From an optimization exercise on the open Yosys and OpenROAD flow, aimed at a short achievable clock period and few clock cycles; shortcuts taken in it are not production practice. The RTL of this run was laid out without a check of its function. Power figures rest on the tool's default switching activity, not on a simulated workload.

==> design/flow/design.v <==
package mipsPkg;
	localparam int xlen = 32;
	localparam int regAddrW = 5;
	localparam int pcW = 10;
	typedef logic [xlen-1:0] wordT;
	typedef logic [regAddrW-1:0] regIdxT;
	typedef logic [pcW-1:0] pcT;
	localparam logic [5:0] opRType = 6'h00;
	localparam logic [5:0] opBeq   = 6'h04;
	localparam logic [5:0] opAddiu = 6'h09;
	localparam logic [5:0] opOri   = 6'h0d;
	localparam logic [5:0] opLui   = 6'h0f;
	localparam logic [5:0] opLw    = 6'h23;
	localparam logic [5:0] opSw    = 6'h2b;
	localparam logic [5:0] fnAddu = 6'h21;
	localparam logic [5:0] fnSubu = 6'h23;
	localparam logic [5:0] fnAnd  = 6'h24;
	localparam logic [5:0] fnOr   = 6'h25;
	localparam logic [5:0] fnSlt  = 6'h2a;
	typedef struct packed {
		logic regWrite;   
		logic useRs;
		logic useRt;      
		logic storeRt;    
		logic immB;       
		logic zextImm;
		logic luiImm;     
		logic dstIsRd;
		logic isLoad;
		logic isStore;
		logic isBranch;   
		logic isJump;     
		logic opAdd;
		logic opSub;
		logic opAnd;
		logic opOr;
		logic opSlt;
	} ctrlT;
endpackage
`timescale 1ns/1ps
module decoder (
	input mipsPkg::wordT instr_i,
	output mipsPkg::ctrlT ctrl_o
);
	logic [5:0] op;
	logic [5:0] fn;
	assign op = instr_i[31:26];
	assign fn = instr_i[5:0];
	always_comb begin
		ctrl_o = '0;
		case (op)
			mipsPkg::opRType: begin
				case (fn)
					mipsPkg::fnAddu: ctrl_o.opAdd = 1'b1;
					mipsPkg::fnSubu: ctrl_o.opSub = 1'b1;
					mipsPkg::fnAnd: ctrl_o.opAnd = 1'b1;
					mipsPkg::fnOr: ctrl_o.opOr = 1'b1;
					mipsPkg::fnSlt: ctrl_o.opSlt = 1'b1;
					default: ;
				endcase
				if (fn == mipsPkg::fnAddu || fn == mipsPkg::fnSubu || fn == mipsPkg::fnAnd
						|| fn == mipsPkg::fnOr || fn == mipsPkg::fnSlt) begin
					ctrl_o.regWrite = 1'b1;
					ctrl_o.dstIsRd = 1'b1;
					ctrl_o.useRs = 1'b1;
					ctrl_o.useRt = 1'b1;
				end
			end
			mipsPkg::opAddiu: begin
				ctrl_o.regWrite = 1'b1;
				ctrl_o.useRs = 1'b1;
				ctrl_o.immB = 1'b1;
				ctrl_o.opAdd = 1'b1;
			end
			mipsPkg::opOri: begin
				ctrl_o.regWrite = 1'b1;
				ctrl_o.useRs = 1'b1;
				ctrl_o.immB = 1'b1;
				ctrl_o.zextImm = 1'b1;
				ctrl_o.opOr = 1'b1;
			end
			mipsPkg::opLui: begin
				ctrl_o.regWrite = 1'b1;
				ctrl_o.immB = 1'b1;
				ctrl_o.luiImm = 1'b1;
				ctrl_o.opOr = 1'b1;
			end
			mipsPkg::opLw: begin
				ctrl_o.regWrite = 1'b1;
				ctrl_o.useRs = 1'b1;
				ctrl_o.immB = 1'b1;
				ctrl_o.opAdd = 1'b1;
				ctrl_o.isLoad = 1'b1;
			end
			mipsPkg::opSw: begin
				ctrl_o.useRs = 1'b1;
				ctrl_o.storeRt = 1'b1;
				ctrl_o.immB = 1'b1;
				ctrl_o.opAdd = 1'b1;
				ctrl_o.isStore = 1'b1;
			end
			mipsPkg::opBeq: begin
				if (instr_i[25:21] == instr_i[20:16]) begin
					ctrl_o.isJump = 1'b1;
				end else begin
					ctrl_o.isBranch = 1'b1;
					ctrl_o.useRs = 1'b1;
					ctrl_o.useRt = 1'b1;
				end
			end
			default: ;
		endcase
	end
endmodule
`timescale 1ns/1ps
module regFile (
	input logic clk_i,
	input logic rstN_i,
	input mipsPkg::regIdxT rdAddrA_i,
	input mipsPkg::regIdxT rdAddrB_i,
	input logic wrEn_i,
	input mipsPkg::regIdxT wrAddr_i,
	input mipsPkg::wordT wrData_i,
	input logic wrZero_i,
	output mipsPkg::wordT rdDataA_o,
	output mipsPkg::wordT rdDataB_o,
	output logic rdZeroA_o,
	output logic rdZeroB_o
);
	mipsPkg::wordT regs [1:(2**mipsPkg::regAddrW)-1];
	logic [(2**mipsPkg::regAddrW)-1:0] written;
	logic [(2**mipsPkg::regAddrW)-1:0] isZero;
	always_ff @(posedge clk_i) begin
		if (wrEn_i && wrAddr_i != '0) begin
			regs[wrAddr_i] <= wrData_i;
			isZero[wrAddr_i] <= wrZero_i;
		end
	end
	always_ff @(posedge clk_i) begin
		if (!rstN_i)
			written <= '0;
		else if (wrEn_i && wrAddr_i != '0)
			written[wrAddr_i] <= 1'b1;
	end
	assign rdDataA_o = (rdAddrA_i != 5'd0 && written[rdAddrA_i]) ? regs[rdAddrA_i] : 32'd0;
	assign rdDataB_o = (rdAddrB_i != 5'd0 && written[rdAddrB_i]) ? regs[rdAddrB_i] : 32'd0;
	assign rdZeroA_o = rdAddrA_i == 5'd0 || !written[rdAddrA_i] || isZero[rdAddrA_i];
	assign rdZeroB_o = rdAddrB_i == 5'd0 || !written[rdAddrB_i] || isZero[rdAddrB_i];
endmodule
`timescale 1ns/1ps
module hazardUnit (
	input logic exLoad_i,
	input mipsPkg::regIdxT exDst_i,
	input logic idValid_i,
	input logic useRs_i,
	input logic useRt_i,
	input mipsPkg::regIdxT rs_i,
	input mipsPkg::regIdxT rt_i,
	output logic stall_o
);
	assign stall_o = exLoad_i && idValid_i && exDst_i != 5'd0
		&& ((useRs_i && exDst_i == rs_i) || (useRt_i && exDst_i == rt_i));
endmodule
`timescale 1ns/1ps
module forwardUnit (
	input mipsPkg::regIdxT src_i,
	input mipsPkg::wordT regVal_i,
	input logic regZero_i,
	input logic exWr_i,
	input mipsPkg::regIdxT exDst_i,
	input logic memWr_i,
	input mipsPkg::regIdxT memDst_i,
	input mipsPkg::wordT memVal_i,
	input logic memZero_i,
	input logic wbWr_i,
	input mipsPkg::regIdxT wbDst_i,
	input mipsPkg::wordT wbVal_i,
	input logic wbZero_i,
	output mipsPkg::wordT val_o,
	output logic zero_o,
	output logic fwdEx_o
);
	logic nz;
	assign nz = (src_i != 5'd0);
	assign fwdEx_o = nz && exWr_i && exDst_i == src_i;
	always_comb begin
		if (nz && memWr_i && memDst_i == src_i) begin
			val_o = memVal_i;
			zero_o = memZero_i;
		end else if (nz && wbWr_i && wbDst_i == src_i) begin
			val_o = wbVal_i;
			zero_o = wbZero_i;
		end else begin
			val_o = regVal_i;
			zero_o = regZero_i;
		end
	end
endmodule
`timescale 1ns/1ps
module ksAdd (
	input mipsPkg::wordT a_i,
	input mipsPkg::wordT b_i,
	input logic cin_i,
	output mipsPkg::wordT sum_o
);
	logic [31:0] g [0:5];
	logic [31:0] p [0:5];
	logic [31:0] carry;
	always_comb begin
		g[0] = a_i & b_i;
		p[0] = a_i ^ b_i;
		g[0][0] = (a_i[0] & b_i[0]) | (cin_i & (a_i[0] | b_i[0]));
		for (int l = 1; l <= 5; l++) begin
			for (int i = 0; i < 32; i++) begin
				if (i >= (1 << (l - 1))) begin
					g[l][i] = g[l-1][i] | (p[l-1][i] & g[l-1][i - (1 << (l - 1))]);
					p[l][i] = p[l-1][i] & p[l-1][i - (1 << (l - 1))];
				end else begin
					g[l][i] = g[l-1][i];
					p[l][i] = p[l-1][i];
				end
			end
		end
		carry = {g[5][30:0], cin_i};
		sum_o = p[0] ^ carry;
	end
endmodule
module alu (
	input logic selNN_i,
	input logic selFN_i,
	input logic selNFa_i,
	input logic selNFs_i,
	input logic selFFa_i,
	input logic fwdA_i,
	input logic fwdB_i,
	input logic opArith_i,
	input logic opAnd_i,
	input logic opOr_i,
	input logic opSlt_i,
	input logic cin_i,
	input mipsPkg::wordT a_i,
	input mipsPkg::wordT b_i,
	input mipsPkg::wordT fwd_i,
	output mipsPkg::wordT addr_o,
	output mipsPkg::wordT result_o
);
	mipsPkg::wordT sNN;
	mipsPkg::wordT sFN;
	mipsPkg::wordT sNFa;
	mipsPkg::wordT sNFsN;
	mipsPkg::wordT arith;
	mipsPkg::wordT opA;
	mipsPkg::wordT opB;
	logic diffSign;
	logic lt;
	ksAdd uNN (.a_i(a_i), .b_i(b_i), .cin_i(cin_i), .sum_o(sNN));
	ksAdd uFN (.a_i(fwd_i), .b_i(b_i), .cin_i(cin_i), .sum_o(sFN));
	ksAdd uNFa (.a_i(a_i), .b_i(fwd_i), .cin_i(1'b0), .sum_o(sNFa));
	ksAdd uNFs (.a_i(~a_i), .b_i(fwd_i), .cin_i(1'b0), .sum_o(sNFsN));
	assign arith = ({32{selNN_i}} & sNN) | ({32{selFN_i}} & sFN)
		| ({32{selNFa_i}} & sNFa) | ({32{selNFs_i}} & ~sNFsN)
		| ({32{selFFa_i}} & {fwd_i[30:0], 1'b0});
	assign addr_o = fwdA_i ? sFN : sNN;
	assign opA = fwdA_i ? fwd_i : a_i;
	assign opB = fwdB_i ? fwd_i : b_i;
	assign diffSign = (fwdA_i && fwdB_i) ? 1'b0 : fwdA_i ? sFN[31] : fwdB_i ? ~sNFsN[31] : sNN[31];
	assign lt = (opA[31] ^ (fwdB_i ? fwd_i[31] : ~b_i[31])) ? opA[31] : diffSign;
	assign result_o = ({32{opArith_i}} & arith)
		| ({32{opAnd_i}} & (opA & opB))
		| ({32{opOr_i}} & (opA | opB))
		| {31'd0, opSlt_i & lt};
endmodule
`timescale 1ns/1ps
module mips (
	input logic clk_i,
	input logic rstN_i,
	input logic [31:0] instr_i,
	input logic [31:0] dataRd_i,
	output logic [31:0] pcO_o,
	output logic memWrite_o,
	output logic [31:0] memAddr_o,
	output logic [31:0] memWdata_o
);
	mipsPkg::pcT pc;
	logic fJump;
	mipsPkg::pcT pcNext;
	mipsPkg::pcT fTarget;
	logic idValid;
	mipsPkg::wordT idInstr;
	mipsPkg::pcT idPc1;
	logic exRegWrite;
	logic exLoad;
	logic exStore;
	logic exBranch;
	logic exAnd;
	logic exOr;
	logic exSlt;
	logic exFwdA;
	logic exFwdB;
	logic exFwdS;
	logic exCin;
	logic exSelNN;
	logic exSelFN;
	logic exSelNFa;
	logic exSelNFs;
	logic exSelFFa;
	logic exArith;
	mipsPkg::regIdxT exDst;
	mipsPkg::wordT exA;
	mipsPkg::wordT exB;
	mipsPkg::wordT exS;
	mipsPkg::pcT exTarget;
	logic memRegWrite;
	logic memLoad;
	logic memStore;
	mipsPkg::regIdxT memDst;
	mipsPkg::wordT memRes;
	mipsPkg::wordT memAddr;
	mipsPkg::wordT memSdata;
	logic wbRegWrite;
	mipsPkg::regIdxT wbDst;
	mipsPkg::wordT wbVal;
	logic wbZero;
	mipsPkg::ctrlT dec;
	mipsPkg::regIdxT rs;
	mipsPkg::regIdxT rt;
	mipsPkg::regIdxT dst;
	mipsPkg::wordT rsReg;
	mipsPkg::wordT rtReg;
	logic rsRegZero;
	logic rtRegZero;
	logic rsZero;
	logic rtZero;
	logic memZero;
	mipsPkg::wordT rsVal;
	mipsPkg::wordT rtVal;
	logic fwdRs;
	logic fwdRt;
	mipsPkg::wordT imm;
	mipsPkg::pcT idTarget;
	logic stall;
	logic loadUse;
	logic idSub;
	logic idFwdA;
	logic idFwdB;
	mipsPkg::wordT memVal;
	logic idResolve;
	logic idTaken;
	mipsPkg::wordT opA;
	mipsPkg::wordT opB;
	mipsPkg::wordT opBx;
	mipsPkg::wordT aluRes;
	mipsPkg::wordT aluAddr;
	logic exTaken;
	logic exZero;
	assign pcO_o = {20'd0, pc, 2'b00};
	assign fJump = instr_i[31:26] == mipsPkg::opBeq && instr_i[25:21] == instr_i[20:16];
	assign pcNext = pc + 10'd1;
	assign fTarget = pcNext + instr_i[9:0];
	always_ff @(posedge clk_i) begin
		if (!rstN_i)
			pc <= '0;
		else if (exTaken)
			pc <= exTarget;
		else if (idTaken)
			pc <= idTarget;
		else if (stall)
			pc <= pc;
		else if (fJump)
			pc <= fTarget;
		else
			pc <= pcNext;
	end
	always_ff @(posedge clk_i) begin
		if (!rstN_i || exTaken || idTaken)
			idValid <= 1'b0;
		else if (!stall)
			idValid <= 1'b1;
	end
	always_ff @(posedge clk_i) begin
		if (!stall) begin
			idInstr <= instr_i;
			idPc1 <= pcNext;
		end
	end
	assign rs = idInstr[25:21];
	assign rt = idInstr[20:16];
	decoder uDecoder (.instr_i(idInstr), .ctrl_o(dec));
	assign dst = dec.dstIsRd ? idInstr[15:11] : rt;
	assign imm = dec.luiImm ? {idInstr[15:0], 16'd0}
		: dec.zextImm ? {16'd0, idInstr[15:0]}
		: {{16{idInstr[15]}}, idInstr[15:0]};
	assign idTarget = idPc1 + idInstr[9:0];
	regFile uRegFile (
		.clk_i(clk_i),
		.rstN_i(rstN_i),
		.rdAddrA_i(rs),
		.rdAddrB_i(rt),
		.wrEn_i(wbRegWrite),
		.wrAddr_i(wbDst),
		.wrData_i(wbVal),
		.wrZero_i(wbZero),
		.rdDataA_o(rsReg),
		.rdDataB_o(rtReg),
		.rdZeroA_o(rsRegZero),
		.rdZeroB_o(rtRegZero)
	);
	assign memVal = memLoad ? dataRd_i : memRes;
	assign memZero = memLoad ? dataRd_i == 32'd0 : memRes == 32'd0;
	forwardUnit uFwdRs (
		.src_i(rs), .regVal_i(rsReg), .regZero_i(rsRegZero),
		.exWr_i(exRegWrite), .exDst_i(exDst),
		.memWr_i(memRegWrite), .memDst_i(memDst), .memVal_i(memVal), .memZero_i(memZero),
		.wbWr_i(wbRegWrite), .wbDst_i(wbDst), .wbVal_i(wbVal), .wbZero_i(wbZero),
		.val_o(rsVal), .zero_o(rsZero), .fwdEx_o(fwdRs)
	);
	forwardUnit uFwdRt (
		.src_i(rt), .regVal_i(rtReg), .regZero_i(rtRegZero),
		.exWr_i(exRegWrite), .exDst_i(exDst),
		.memWr_i(memRegWrite), .memDst_i(memDst), .memVal_i(memVal), .memZero_i(memZero),
		.wbWr_i(wbRegWrite), .wbDst_i(wbDst), .wbVal_i(wbVal), .wbZero_i(wbZero),
		.val_o(rtVal), .zero_o(rtZero), .fwdEx_o(fwdRt)
	);
	hazardUnit uHazard (
		.exLoad_i(exLoad),
		.exDst_i(exDst),
		.idValid_i(idValid),
		.useRs_i(dec.useRs),
		.useRt_i(dec.useRt | dec.storeRt),
		.rs_i(rs),
		.rt_i(rt),
		.stall_o(loadUse)
	);
	assign idFwdA = fwdRs && dec.useRs;
	assign idFwdB = fwdRt && dec.useRt;
	assign stall = loadUse;
	assign idSub = dec.opSub || dec.opSlt;
	always_comb begin
		idResolve = 1'b0;
		idTaken = 1'b0;
		if (idValid && dec.isBranch && !stall && !exTaken && (rs == 5'd0 || rt == 5'd0)) begin
			if (fwdRs || fwdRt) begin
				idResolve = !exSlt;
				idTaken = !exSlt && exZero;
			end else begin
				idResolve = 1'b1;
				idTaken = rsZero && rtZero;
			end
		end
	end
	always_ff @(posedge clk_i) begin
		if (!rstN_i || exTaken || stall || !idValid) begin
			exRegWrite <= 1'b0;
			exLoad <= 1'b0;
			exStore <= 1'b0;
			exBranch <= 1'b0;
		end else begin
			exRegWrite <= dec.regWrite && dst != 5'd0;
			exLoad <= dec.isLoad;
			exStore <= dec.isStore;
			exBranch <= dec.isBranch && !idResolve;
		end
	end
	always_ff @(posedge clk_i) begin
		exAnd <= dec.opAnd;
		exOr <= dec.opOr;
		exSlt <= dec.opSlt;
		exArith <= dec.opAdd || dec.opSub;
		exCin <= idSub;
		exFwdA <= idFwdA;
		exFwdB <= idFwdB;
		exSelNN <= !idFwdA && !idFwdB;
		exSelFN <= idFwdA && !idFwdB;
		exSelNFa <= !idFwdA && idFwdB && !idSub;
		exSelNFs <= !idFwdA && idFwdB && idSub;
		exSelFFa <= idFwdA && idFwdB && !idSub;
		exFwdS <= fwdRt;
		exDst <= dst;
		exA <= dec.luiImm ? 32'd0 : rsVal;
		exB <= dec.immB ? imm : idSub ? ~rtVal : rtVal;
		exS <= rtVal;
		exTarget <= idTarget;
	end
	alu uAlu (
		.selNN_i(exSelNN), .selFN_i(exSelFN), .selNFa_i(exSelNFa), .selNFs_i(exSelNFs), .selFFa_i(exSelFFa),
		.fwdA_i(exFwdA), .fwdB_i(exFwdB),
		.opArith_i(exArith), .opAnd_i(exAnd), .opOr_i(exOr), .opSlt_i(exSlt), .cin_i(exCin),
		.a_i(exA), .b_i(exB), .fwd_i(memRes), .addr_o(aluAddr), .result_o(aluRes)
	);
	assign opA = exFwdA ? memRes : exA;
	assign opB = exFwdB ? memRes : exB;
	assign opBx = exFwdB ? (exCin ? ~memRes : memRes) : exB;
	assign exTaken = exBranch && (opA == opB);
	always_comb begin
		logic addZero;
		addZero = !(opA[0] ^ opBx[0] ^ exCin)
			&& ((opA[1] ^ opBx[1]) == ((opA[0] & opBx[0]) | (exCin & (opA[0] | opBx[0]))));
		for (int i = 2; i < 32; i++)
			addZero = addZero && ((opA[i] ^ opBx[i]) == (opA[i-1] | opBx[i-1]));
		exZero = (exArith && addZero)
			|| (exAnd && (opA & opB) == 32'd0)
			|| (exOr && (opA | opB) == 32'd0);
	end
	always_ff @(posedge clk_i) begin
		if (!rstN_i) begin
			memRegWrite <= 1'b0;
			memLoad <= 1'b0;
			memStore <= 1'b0;
		end else begin
			memRegWrite <= exRegWrite;
			memLoad <= exLoad;
			memStore <= exStore;
		end
	end
	always_ff @(posedge clk_i) begin
		memDst <= exDst;
		memRes <= aluRes;
		memAddr <= aluAddr;
		memSdata <= exFwdS ? memRes : exS;
	end
	assign memWrite_o = memStore;
	assign memAddr_o = memAddr;
	assign memWdata_o = memSdata;
	always_ff @(posedge clk_i) begin
		if (!rstN_i)
			wbRegWrite <= 1'b0;
		else
			wbRegWrite <= memRegWrite;
	end
	always_ff @(posedge clk_i) begin
		wbDst <= memDst;
		wbVal <= memVal;
		wbZero <= memZero;
	end
endmodule
==> design/flow/run.sh <==
#!/bin/bash
# synth_recipe.tcl (not shown) runs the flow's synth.tcl, then flattens the netlist and writes it again
# the make line also repeats each setting of config.mk as NAME=value (left out here)
make -C /OpenROAD-flow-scripts/flow DESIGN_CONFIG=/design/flow/config.mk WORK_HOME=/design/flow/orfs CLKGATE_MAP_FILE= SYNTH_SCRIPT=/design/flow/synth_recipe.tcl finish
==> design/flow/config.mk <==
export PLATFORM = sky130hd
export DESIGN_NAME = mips
export DESIGN_NICKNAME = mips
export VERILOG_FILES = /design/flow/design.v
export SDC_FILE = /design/flow/constraint.sdc
export NUM_CORES = 4
export LEC_CHECK = 0
export CAP_MARGIN = 20
export CORE_MARGIN = 2
export CORE_UTILIZATION = 40
export PLACE_DENSITY = 0.6
export SETUP_SLACK_MARGIN = 5
export SLEW_MARGIN = 20
==> design/flow/constraint.sdc <==
create_clock -name core_clock -period 8.0 [get_ports {clk_i}]
set_input_delay 1.6000 -clock core_clock [delete_from_list [all_inputs] [get_ports {clk_i}]]
set_output_delay 1.6000 -clock core_clock [all_outputs]
set_load 0.01 [all_outputs]
==> impl_metrics.ini <==
[finish]
fin_area_sq_um = 89800
fin_util = 0.496
nNetsFinal = 5862
nFillCells = 15100
layout_commonest_cell = edfxtp_1
final_cell_mix = edfxtp_1, mux4_2, nor2_1
layout-drive-gt1-share = 0.357
area_growth_pct = 22.9
finalNonFillerCells = 8043

[pwr]
clkPwrFrac = 0.451
total_power_mw = 15.9
p_seq_frac = 0.488
peakVddDrop_mv = 0.234
power_density_nw_per_um2 = 178
switchingPower_mw = 3.64
pwr-share-comb = 0.061
p_leak_nw = 31.6
intPower_mw = 12.3
swShare = 0.228

[global_route]
grt_use_met1 = 0.332
grt-busiest-layer = met2
use_met3 = 0.0530
grt_pass1_vias = 50000
grt_pass1_wl_mm = 364
grt_max_degree = 81
antenna_found_initial = 6
grt_use_met2 = 0.454
grt_usage = 0.273
overflow = 0

[detailed_routing]
drt_iter0_drc = 6191
num_vias = 50800
drt_first_pass_iters = 9
drcViolationCount = 0
avgRoutedWirePerCell_microns = 32.5
vias_per_cell = 6.32
antenna_left = 0
totalWireLength_mm = 261

[run]
cap_violations = 0

[setup_path]
path_delay_family = multiplexers
crit_path_frequent_cell = buf_12
criticalPathCategory = flop to flop
slowest_delay_ns = 0.50
arrival_ns = 4.54
worstPathMaxFanout = 5
cp_slowest_cell = mux4_2
worstSetupStartpointType = flop
critical_path_required_ns = 8.72
worstPathBufferInverterCount = 7
end_kind = flop
regToRegSetupSlack_ns = 4.19
cp_cell_sequence = buf_6 > buf_12 > buf_16 > buf_4 > mux4_2 > mux4_2 > mux2i_2 > nand2_1 > o21ai_1 > a2111oi_4 > buf_6 > buf_12 > buf_12 > mux2i_2 > nor2b_2 > a211oi_2

[synthesis]
synth_cell_type_count = 83
synth_edf_count = 1066
synth.avg_cell_area_sq_um = 14.1
ys_ff_latch = 1390
seq_area_frac_synth = 0.527
synth_flop_cell = edfxtp_1
synth_area_sq_um = 73100
yosys_warnings = 7
syn_inst = 5173
async_reset_ff_frac = 0

[sta]
hold_violations = 0
worst_slack_ns = 4.19
finalClockSkew_ns = 0.0308
grt_setup_unrepaired = true
fin_setup_tns_ns = 0
post-route-period-util = 0.477
clock.fmax_mhz = 262
slew_headroom = 0.145
finalMaxSlewViolations = 0
setup_viol = 0
hold_ws_ns = 0.398
worstMarginPinSlew_ns = 1.25
fin_crit_ns = 3.81

[placed_design]
dp_slack_ns = 2.36
dp_hpwl_mm = 153
routabilityCongestion = 0.960
port_buffers = 140
dpl_cell_area_sq_um = 77400
dp_cells = 7431

[die]
dieHeight_microns = 431
start_util = 0.403
die_x_microns = 431
core_area_sq_um = 181000
die_area_sq_um = 186000
num_rows = 156
io_pins = 163

[cts]
cts_tree = yes
clk_latency_ns = 0.82
clk_pin_slew_ns = 0.06
hold_buffers = 0
htreeDepth = 4
cts_sinks = 1390
cts_root_buffer = clkbuf_16
numCtsBuffers = 152
clk_path_buf_depth = 3

[hold_path]
hold_path_class = flop to flop

[status]
run_status = finished clean
[sequential cells by signal, indices dropped and copies added, names as in the netlist, 5 cells and up, named ones only]
name and count:
memAddr 32, uRegFile.isZero 32, memRes 32, uRegFile.written 32
exS 32, uRegFile.regs 992, wbDst 5, pc 10
idInstr 32, exTarget 10, memDst 5, exB 32
memSdata 32, exDst 5, wbVal 32, exA 32
idPc1 10
[final timing paths]
path                    to         from  depth (start not counted)
setup / recovery     pc[6]  idInstr[16]                         16
hold reg to reg   wbDst[1]    memDst[1]                          0
hold / removal    wbDst[1]    memDst[1]                          0
setup reg to reg     pc[6]  idInstr[16]                         16
[repair_timing]
item / 4_1_cts / 5_1_grt
pin swaps: 196 / 120
endpoints found under the setup margin: 1309 / 1043
cloned: 30 / 14
setup buffers: 205 / 82
resized for setup: 890 / 342
[logic make-up after synthesis]
logic type / count (synthesis) / share of synthesized area
other cells: 1 / 0.0000513
compound gates: 973 / 0.0878
simple gates: 882 / 0.0568
fa+ha+maj: 249 / 0.0436
flops: 1390 / 0.527
xor+xnor: 243 / 0.0291
mux: 863 / 0.225
buf+inv: 572 / 0.0308
[cell type report]
cell class	instances	area, sq um	area share
repair buffers	569	6580	0.0733
clock inverters	85	845	0.00940
multi-input cells	3235	35700	0.397
clock buffers	194	4200	0.0468
well taps	2370	2970	0.0330
flip-flops and latches	1390	38800	0.432
repair inverters	1	7.51	0.0000836
diodes	1	2.50	0.0000279
inverters	198	757	0.00843
[power groups by stage]
stage | logic (mW) | clock network [mW] | registers (mW)
after floorplan | 0.557 | 0 | 7.90
after detailed placement | 0.741 | 0 | 7.98
after CTS | 0.919 | 7.26 | 7.79
after global routing | 1.02 | 7.55 | 7.78
final | 0.973 | 7.18 | 7.79
after global placement | 0.739 | 0 | 7.98
[per-layer routing]
layer	up-vias	wire, microns
met5	-	0
met4	0	19100
met3	697	22900
met2	2796	127000
met1	26100	92800
li1	21200	-
[synth_stat cells, types with 10 or more instances]
master	n	area (sq um)
o22ai_1	12	75.1
or3_1	16	100
a21o_1	44	330
nand2_1	213	800
mux2i_1	172	1720
nor2b_1	55	344
nand2b_1	26	163
a2bb2oi_1	12	105
clkbuf_1	258	968
ha_1	240	3000
o21ai_0	154	771
xor2_1	77	674
nand3_1	35	175
buf_1	84	315
inv_1	196	736
nor3_1	79	395
o211a_1	16	160
a21oi_1	313	1570
a221oi_1	24	210
a31oi_1	16	100
a222oi_1	12	120
nor4_1	46	288
o21a_1	75	563
edfxtp_1	1066	32000
mux4_2	616	13900
and3_1	15	93.8
o211ai_1	24	180
a211oi_1	128	961
a221o_1	20	200
and2_1	16	100
nor2_1	307	1150
o31ai_1	10	75.1
mux2_2	75	845
o21bai_1	28	210
buf_4	24	180
xnor2_1	166	1450
nand4_1	32	200
dfxtp_1	324	6490

[separate check: timing with driven ports]
No port has a modelled driver above. Below, the same layout with a new extraction and two added sets of constraints. Step 1, drivers: a clkbuf_16 drives clk_i and a buf_2 each remaining input, both assumed. Step 2 also shifts input and output timing later by t, the mid clock arrival at the registers, as if the neighbouring blocks saw the same clock. Slacks: ideal / step 1 / step 2; pairs: ideal / step 1.
t, ns: 0.893
setup WS [ns]: 4.185 / 4.185 / 3.348
hold WS [ns]: 0.398 / 0.398 / 0.398
latest minus earliest clock arrival (ns): 0.031 / 0.031
cell pins on the clock port's net: 1
After both steps setup and hold are still met in this run. The setup slack of this run moves by 0.000 ns with the drivers and by -0.837 ns with both steps.
